What follows belongs to an exercise in optimizing a design on an open flow for small area, a short achievable clock period and few clock cycles; a production flow would make more cautious choices.

==> try-yarrow <==
==> flow/design.v (excerpt) <==
module rpn_stack_evaluator (
	input  logic                           clk,
	input  logic                           arst_n,
	input  logic                           s_tvalid,
	output logic                           s_tready,
	input  logic [rse_pkg::SYM_W-1:0]      s_tdata,    
	input  logic                           s_tlast,
	output logic                           m_tvalid,
	input  logic                           m_tready,
	output logic [rse_pkg::WORD_W-1:0]     m_tdata,    
	output logic                           m_tuser     
);
	localparam int W   = rse_pkg::WORD_W;
	localparam int D   = rse_pkg::STACK_DEPTH;
	localparam int CW  = rse_pkg::CNT_W;
	localparam int K   = 7;           
	localparam int R   = D - K;       
	localparam int PHW = 6;
	localparam logic [1:0] S_CH  = 2'd0;
	localparam logic [1:0] S_MUL = 2'd1;
	localparam logic [1:0] S_DIV = 2'd2;
	localparam logic [1:0] S_DNORM = 2'd3;
	localparam logic [1:0] C_HOLD = 2'd0;
	localparam logic [1:0] C_WR0  = 2'd1;    
	localparam logic [1:0] C_PUSH = 2'd2;    
	localparam logic [1:0] C_POP  = 2'd3;    
	localparam logic [2:0] V_ACC  = 3'd0;
	localparam logic [2:0] V_ALU  = 3'd1;
	localparam logic [2:0] V_MUL  = 3'd2;
	localparam logic [2:0] V_DIV  = 3'd3;
	localparam logic [2:0] V_KEEP = 3'd4;
	function automatic logic [5:0] blen(input logic [W-1:0] x);
		blen = '0;
		for (int i = 0; i < W; i++) begin
			if (x[i]) begin
				blen = 6'(i + 1);
			end
		end
	endfunction
	function automatic logic [2:0] bdec(input logic [2:0] d);
		case (d)
			3'b001, 3'b010: bdec = 3'b001;
			3'b011:         bdec = 3'b010;
			3'b100:         bdec = 3'b110;
			3'b101, 3'b110: bdec = 3'b101;
			default:        bdec = 3'b000;
		endcase
	endfunction
	function automatic logic [W-1:0] bsel(input logic [2:0] c, input logic [W-1:0] m);
  ...
make LEC_CHECK=0 CAP_MARGIN=20 CORE_MARGIN=2 CORE_UTILIZATION=40 CTS_CLUSTER_DIAMETER=100 CTS_CLUSTER_SIZE=30 SETUP_SLACK_MARGIN=5 SLEW_MARGIN=20 finish   # period 10.0 ns
run.sh (not shown) runs the stock make flow with config.mk's settings and CLKGATE_MAP_FILE= SYNTH_SCRIPT=/design/flow/synth_recipe.tcl, a recipe that flattens the netlist after the stock synthesis.
==> try-tundra: changes against try-yarrow <==
==> flow/design.v (replaced) <==
package rse_pkg;
	localparam int STACK_DEPTH = 64;
	localparam int WORD_W      = 32;
	localparam int SYM_W       = 8;
	localparam int CNT_W       = $clog2(STACK_DEPTH + 1);
	localparam logic [SYM_W-1:0] CH_PLUS  = 8'h2B;
	localparam logic [SYM_W-1:0] CH_MINUS = 8'h2D;
	localparam logic [SYM_W-1:0] CH_STAR  = 8'h2A;
	localparam logic [SYM_W-1:0] CH_SLASH = 8'h2F;
	localparam logic [SYM_W-1:0] CH_ZERO  = 8'h30;
	localparam logic [SYM_W-1:0] CH_NINE  = 8'h39;
endpackage
module rpn_stack_evaluator (
	input  logic                           clk,
	input  logic                           arst_n,
	input  logic                           s_tvalid,
	output logic                           s_tready,
	input  logic [rse_pkg::SYM_W-1:0]      s_tdata,    
	input  logic                           s_tlast,
	output logic                           m_tvalid,
	input  logic                           m_tready,
	output logic [rse_pkg::WORD_W-1:0]     m_tdata,    
	output logic                           m_tuser     
);
	localparam int W   = rse_pkg::WORD_W;
	localparam int D   = rse_pkg::STACK_DEPTH;
	localparam int CW  = rse_pkg::CNT_W;
	localparam int K   = 7;           
	localparam int R   = D - K;       
	localparam int PHW = 6;
	localparam logic [1:0] S_CH  = 2'd0;
	localparam logic [1:0] S_MUL = 2'd1;
	localparam logic [1:0] S_DIV = 2'd2;
	localparam logic [1:0] C_HOLD = 2'd0;
	localparam logic [1:0] C_WR0  = 2'd1;    
	localparam logic [1:0] C_PUSH = 2'd2;    
	localparam logic [1:0] C_POP  = 2'd3;    
	localparam logic [2:0] V_ACC  = 3'd0;
	localparam logic [2:0] V_ALU  = 3'd1;
	localparam logic [2:0] V_MUL  = 3'd2;
	localparam logic [2:0] V_DIV  = 3'd3;
	localparam logic [2:0] V_KEEP = 3'd4;
	function automatic logic [5:0] blen(input logic [W-1:0] x);
		blen = '0;
		for (int i = 0; i < W; i++) begin
			if (x[i]) begin
				blen = 6'(i + 1);
			end
		end
	endfunction
	function automatic logic [W:0] booth(input logic [2:0] d, input logic [W-1:0] m);
		logic [W-1:0] a;
		logic         n;
		case (d)
			3'b001, 3'b010: begin a = m;                 n = 1'b0; end
			3'b011:         begin a = {m[W-2:0], 1'b0};  n = 1'b0; end
			3'b100:         begin a = {m[W-2:0], 1'b0};  n = 1'b1; end
			3'b101, 3'b110: begin a = m;                 n = 1'b1; end
			default:        begin a = '0;                n = 1'b0; end
		endcase
		booth = {n, n ? ~a : a};
	endfunction
	logic          pv;
	logic          plast;
	logic          pdig;
	logic          pplus;
	logic          pminus;
	logic          pstar;
	logic          pslash;
	logic [3:0]    pdv;
	logic [CW-1:0] cnt;
	logic          c1;       
	logic          c2;       
	logic          ck;       
	logic          in_num;
	logic          neg;
	logic          drop;
	logic          pend;
	logic          err;
	logic [1:0]    st;
	logic [W*K-1:0] tc;
	logic [W*R-1:0] ring;
	logic [PHW-1:0] ph;
	logic [CW-1:0]  phf;     
	logic [W:0]    wm;
	logic [W-1:0]  wn;
	logic [W-1:0]  wz;
	logic          nb;
	logic          mlast;
	logic          qs;
	logic          dz;
	logic [5:0]    itc;
	logic [W-1:0]  t0;
	logic [W-1:0]  t1;
	logic [W-1:0]  tk;
	logic [W-1:0]  rout;
	logic [W-1:0]  t0m;
	logic [W-1:0]  t1m;
	logic [CW-1:0] cnt_pop;
	logic          fill_ok;
	logic          spill_ok;
	logic          spill;
	logic          go;
	logic          consume;
	logic [1:0]    cop;
	logic [2:0]    vsel;
	logic          alu_sub;
	logic [CW-1:0] cnt_n;
	logic          in_num_n;
	logic          neg_n;
	logic          drop_n;
	logic          pend_n;
	logic          err_n;
	logic [1:0]    st_n;
	logic          mul_setup;
	logic          div_setup;
	logic          mul_step;
	logic          div_step;
	logic [W-1:0]  alu_res;
	logic [W-1:0]  acc_x;
	logic [W-1:0]  acc_d;
	logic [W-1:0]  acc_res;
	logic [W-1:0]  t0_new;
	logic [W:0]    pp0;
	logic [W:0]    pp1;
	logic [W-1:0]  mul_sum;
	logic          mswap;
	logic [W-1:0]  mn;
	logic [W-1:0]  abs_a;
	logic [W-1:0]  abs_b;
	logic [5:0]    la;
	logic [5:0]    lb;
	logic [5:0]    dk;
	logic          bz;
	logic [W+1:0]  trial;
	logic          ge;
	logic [W-1:0]  qv;
	logic [W-2:0]  negz;
	logic [W-1:0]  div_res;
	assign t0      = tc[W-1:0];
	assign t1      = tc[2*W-1:W];
	assign tk      = tc[W*K-1:W*(K-1)];
	assign rout    = ring[W*R-1:W*(R-1)];
	assign t0m     = c1 ? t0 : '0;
	assign t1m     = c2 ? t1 : '0;
	assign cnt_pop = c2 ? (cnt - CW'(1)) : CW'(1);
	assign fill_ok  = ck || (cnt == phf);
	assign spill_ok = (cnt < CW'(K)) || (cnt == (phf - CW'(1)));
	assign alu_res = t1m + (alu_sub ? ~t0m : t0m) + W'(alu_sub);
	assign acc_x   = in_num ? t0 : '0;
	assign acc_d   = (in_num ? neg : pend) ? (W'(0) - W'(pdv)) : W'(pdv);
	assign acc_res = (acc_x << 3) + (acc_x << 1) + acc_d;
	assign pp0     = booth({wn[1:0], nb}, wm[W-1:0]);
	assign pp1     = booth(wn[3:1], {wm[W-3:0], 2'b00});
	assign mul_sum = wz + pp0[W-1:0] + pp1[W-1:0] + W'(pp0[W]) + W'(pp1[W]);
	assign mswap   = ((t1m ^ {W{t1m[W-1]}}) < (t0m ^ {W{t0m[W-1]}}));
	assign mn      = mswap ? t1m : t0m;
	assign abs_a   = t1m[W-1] ? (W'(0) - t1m) : t1m;
	assign abs_b   = t0m[W-1] ? (W'(0) - t0m) : t0m;
	assign la      = blen(t1m ^ {W{t1m[W-1]}}) + 6'(t1m[W-1]);
	assign lb      = blen(t0m ^ {W{t0m[W-1]}});
	assign bz      = (t0m == '0);
	assign dk      = (bz || (la < lb)) ? 6'd0 : (la - lb);
	assign trial   = {2'b00, wn} - {1'b0, wm};
	assign ge      = !trial[W+1];
	assign qv      = {wz[W-2:0], ge};
	assign negz    = W'(0) - wz[W-2:0];
	always_comb begin
		if (dz) begin
			div_res = '0;
		end else if (!qs) begin
			div_res = qv;
		end else if (ge) begin
			div_res = {~wz[W-2:0], 1'b1};
		end else begin
			div_res = {negz, 1'b0};
		end
	end
	always_comb begin
		case (vsel)
			V_ACC:   t0_new = acc_res;
			V_ALU:   t0_new = alu_res;
			V_MUL:   t0_new = mul_sum;
			V_DIV:   t0_new = div_res;
			default: t0_new = t0;
		endcase
	end
	always_comb begin
		go        = pv && !(plast && m_tvalid);
		consume   = 1'b0;
		cop       = C_HOLD;
		vsel      = V_KEEP;
		alu_sub   = 1'b0;
		cnt_n     = cnt;
		in_num_n  = in_num;
		neg_n     = neg;
		drop_n    = drop;
		pend_n    = pend;
		err_n     = err;
		st_n      = st;
		spill     = 1'b0;
		mul_setup = 1'b0;
		div_setup = 1'b0;
		mul_step  = 1'b0;
		div_step  = 1'b0;
		if (go) begin
			case (st)
				S_CH: begin
					if (pend && !pdig) begin
						if (fill_ok) begin
							cop     = C_POP;
							vsel    = V_ALU;
							alu_sub = 1'b1;
							cnt_n   = cnt_pop;
							pend_n  = 1'b0;
							if (!(pplus || pstar || pslash || (pminus && plast))) begin
								consume = 1'b1;
								pend_n  = pminus;
							end
						end
					end else if (pdig) begin
						if (in_num) begin
							if (!drop) begin
								cop  = C_WR0;
								vsel = V_ACC;
							end
							consume = 1'b1;
						end else if (cnt == CW'(D)) begin
							in_num_n = 1'b1;
							drop_n   = 1'b1;
							neg_n    = pend;
							pend_n   = 1'b0;
							consume  = 1'b1;
						end else if (spill_ok) begin
							cop      = C_PUSH;
							vsel     = V_ACC;
							spill    = !(cnt < CW'(K));
							cnt_n    = cnt + CW'(1);
							in_num_n = 1'b1;
							neg_n    = pend;
							pend_n   = 1'b0;
							consume  = 1'b1;
						end
					end else if (pminus && !plast) begin
						in_num_n = 1'b0;
						drop_n   = 1'b0;
						neg_n    = 1'b0;
						pend_n   = 1'b1;
						consume  = 1'b1;
					end else if (pplus || pminus || pstar || pslash) begin
						if (fill_ok) begin
							in_num_n = 1'b0;
							drop_n   = 1'b0;
							neg_n    = 1'b0;
							cnt_n    = cnt_pop;
							cop      = C_POP;
							if (pplus || pminus) begin
								vsel    = V_ALU;
								alu_sub = pminus;
								consume = 1'b1;
							end else if (pstar) begin
								mul_setup = 1'b1;
								st_n      = S_MUL;
							end else begin
								div_setup = 1'b1;
								st_n      = S_DIV;
							end
						end
					end else begin
						in_num_n = 1'b0;
						drop_n   = 1'b0;
						neg_n    = 1'b0;
						consume  = 1'b1;
					end
				end
				S_MUL: begin
					mul_step = 1'b1;
					if (mlast) begin
						cop     = C_WR0;
						vsel    = V_MUL;
						consume = 1'b1;
						st_n    = S_CH;
					end
				end
				default: begin
					div_step = 1'b1;
					if (itc == '0) begin
						cop     = C_WR0;
						vsel    = V_DIV;
						err_n   = err || dz;
						consume = 1'b1;
						st_n    = S_CH;
					end
				end
			endcase
		end
	end
	assign s_tready = !pv || consume;
	always_ff @(posedge clk) begin
		ring <= {ring[W*(R-1)-1:0], (spill ? tk : rout)};
		case (cop)
			C_WR0: tc[W-1:0] <= t0_new;
			C_PUSH: tc <= {tc[W*(K-1)-1:0], t0_new};
			C_POP: tc <= {rout, tc[W*K-1:2*W], t0_new};
			default: ;
		endcase
	end
	always_ff @(posedge clk) begin
		if (mul_setup) begin
			wm    <= {1'b0, mswap ? t0m : t1m};
			wn    <= mn;
			wz    <= '0;
			nb    <= 1'b0;
			mlast <= (&mn[W-1:3]) || !(|mn[W-1:3]);
		end else if (mul_step) begin
			wm    <= {wm[W-4:0], 4'b0000};
			wn    <= {{4{wn[W-1]}}, wn[W-1:4]};
			wz    <= mul_sum;
			nb    <= wn[3];
			mlast <= (&wn[W-1:7]) || !(|wn[W-1:7]);
		end else if (div_setup) begin
			wn  <= abs_a;
			wm  <= {1'b0, abs_b} << dk;
			wz  <= '0;
			itc <= dk;
			qs  <= t1m[W-1] ^ t0m[W-1];
			dz  <= bz;
		end else if (div_step) begin
			if (ge) begin
				wn <= trial[W-1:0];
			end
			wm  <= {1'b0, wm[W:1]};
			wz  <= qv;
			itc <= itc - 6'd1;
		end
	end
	always_ff @(posedge clk or negedge arst_n) begin
		if (!arst_n) begin
			pv       <= 1'b0;
			plast    <= 1'b0;
			pdig     <= 1'b0;
			pplus    <= 1'b0;
			pminus   <= 1'b0;
			pstar    <= 1'b0;
			pslash   <= 1'b0;
			pdv      <= '0;
			cnt      <= '0;
			c1       <= 1'b0;
			c2       <= 1'b0;
			ck       <= 1'b1;
			in_num   <= 1'b0;
			neg      <= 1'b0;
			drop     <= 1'b0;
			pend     <= 1'b0;
			err      <= 1'b0;
			st       <= S_CH;
			ph       <= '0;
			phf      <= CW'(K + 1);
			m_tvalid <= 1'b0;
			m_tdata  <= '0;
			m_tuser  <= 1'b0;
		end else begin
			if (ph == PHW'(R - 1)) begin
				ph  <= '0;
				phf <= CW'(K + 1);
			end else begin
				ph  <= ph + PHW'(1);
				phf <= phf + CW'(1);
			end
			if (s_tvalid && s_tready) begin
				pv     <= 1'b1;
				plast  <= s_tlast;
				pdig   <= (s_tdata >= rse_pkg::CH_ZERO) && (s_tdata <= rse_pkg::CH_NINE);
				pplus  <= (s_tdata == rse_pkg::CH_PLUS);
				pminus <= (s_tdata == rse_pkg::CH_MINUS);
				pstar  <= (s_tdata == rse_pkg::CH_STAR);
				pslash <= (s_tdata == rse_pkg::CH_SLASH);
				pdv    <= s_tdata[3:0];
			end else if (consume) begin
				pv <= 1'b0;
			end
			st <= st_n;
			if (consume && plast) begin
				m_tvalid <= 1'b1;
				m_tdata  <= (err_n || (!c1 && (cop == C_HOLD))) ? '0 : t0_new;
				m_tuser  <= err_n;
				cnt      <= '0;
				c1       <= 1'b0;
				c2       <= 1'b0;
				ck       <= 1'b1;
				in_num   <= 1'b0;
				neg      <= 1'b0;
				drop     <= 1'b0;
				pend     <= 1'b0;
				err      <= 1'b0;
			end else begin
				if (m_tready) begin
					m_tvalid <= 1'b0;
				end
				cnt    <= cnt_n;
				c1     <= (cnt_n != '0);
				c2     <= (cnt_n > CW'(1));
				ck     <= (cnt_n <= CW'(K));
				in_num <= in_num_n;
				neg    <= neg_n;
				drop   <= drop_n;
				pend   <= pend_n;
				err    <= err_n;
			end
		end
	end
endmodule
Settings changed: CTS_CLUSTER_DIAMETER 100 to default, CTS_CLUSTER_SIZE 30 to default, SETUP_SLACK_MARGIN 5 to default.
==> impl_results.md <==
- Status: timing/DRC/antenna clean
- R2r setup slk: 2620 ps
- Synth cell count leaders: dfxtp_1, nand2_1, nor2_1
- Cell depth of the worst setup path: 23
- Post-route design area: 0.0846 mm^2
- Worst path slowest cell: nand2_1
That was try-tundra.
==> impl_results.md <==
- Clock Latency Late Sink: 830 ps
- Post-route design area: 0.0817 mm^2
- Status: timing/DRC/antenna clean
- CP bufs+invs: 2
- Worst path slowest cell: edfxtp_1
- Synth cell count leaders: dfxtp_1, nand2_1, nor2_1
That was try-yarrow.
No run of this note included a check of the RTL's function; only the layout flow was run.

re-timing with driven ports:
In the flow no input, the clock included, has a driving cell. The finished layouts below were timed again as built, in two steps. Step 1, drivers: a clkbuf_16 drives clk and a buf_2 each remaining input, both assumed. Step 2, shift: input delay + t, output delay - t, t = (earliest + latest rising clock arrival at the registers) / 2. This alone moves slack from input paths to output paths. Slacks: ideal ports / drivers / drivers and shift; pairs: ideal ports / drivers.
run	t, ns	setup slack, ns	worst data-port slew with drivers (ns)	pins driven straight from the clock port
try-yarrow	0.877	5.075 / 5.075 / 5.075	0.06	1
try-tundra	0.935	2.621 / 2.621 / 2.621	0.04	1
After both steps every run listed still meets setup and hold.
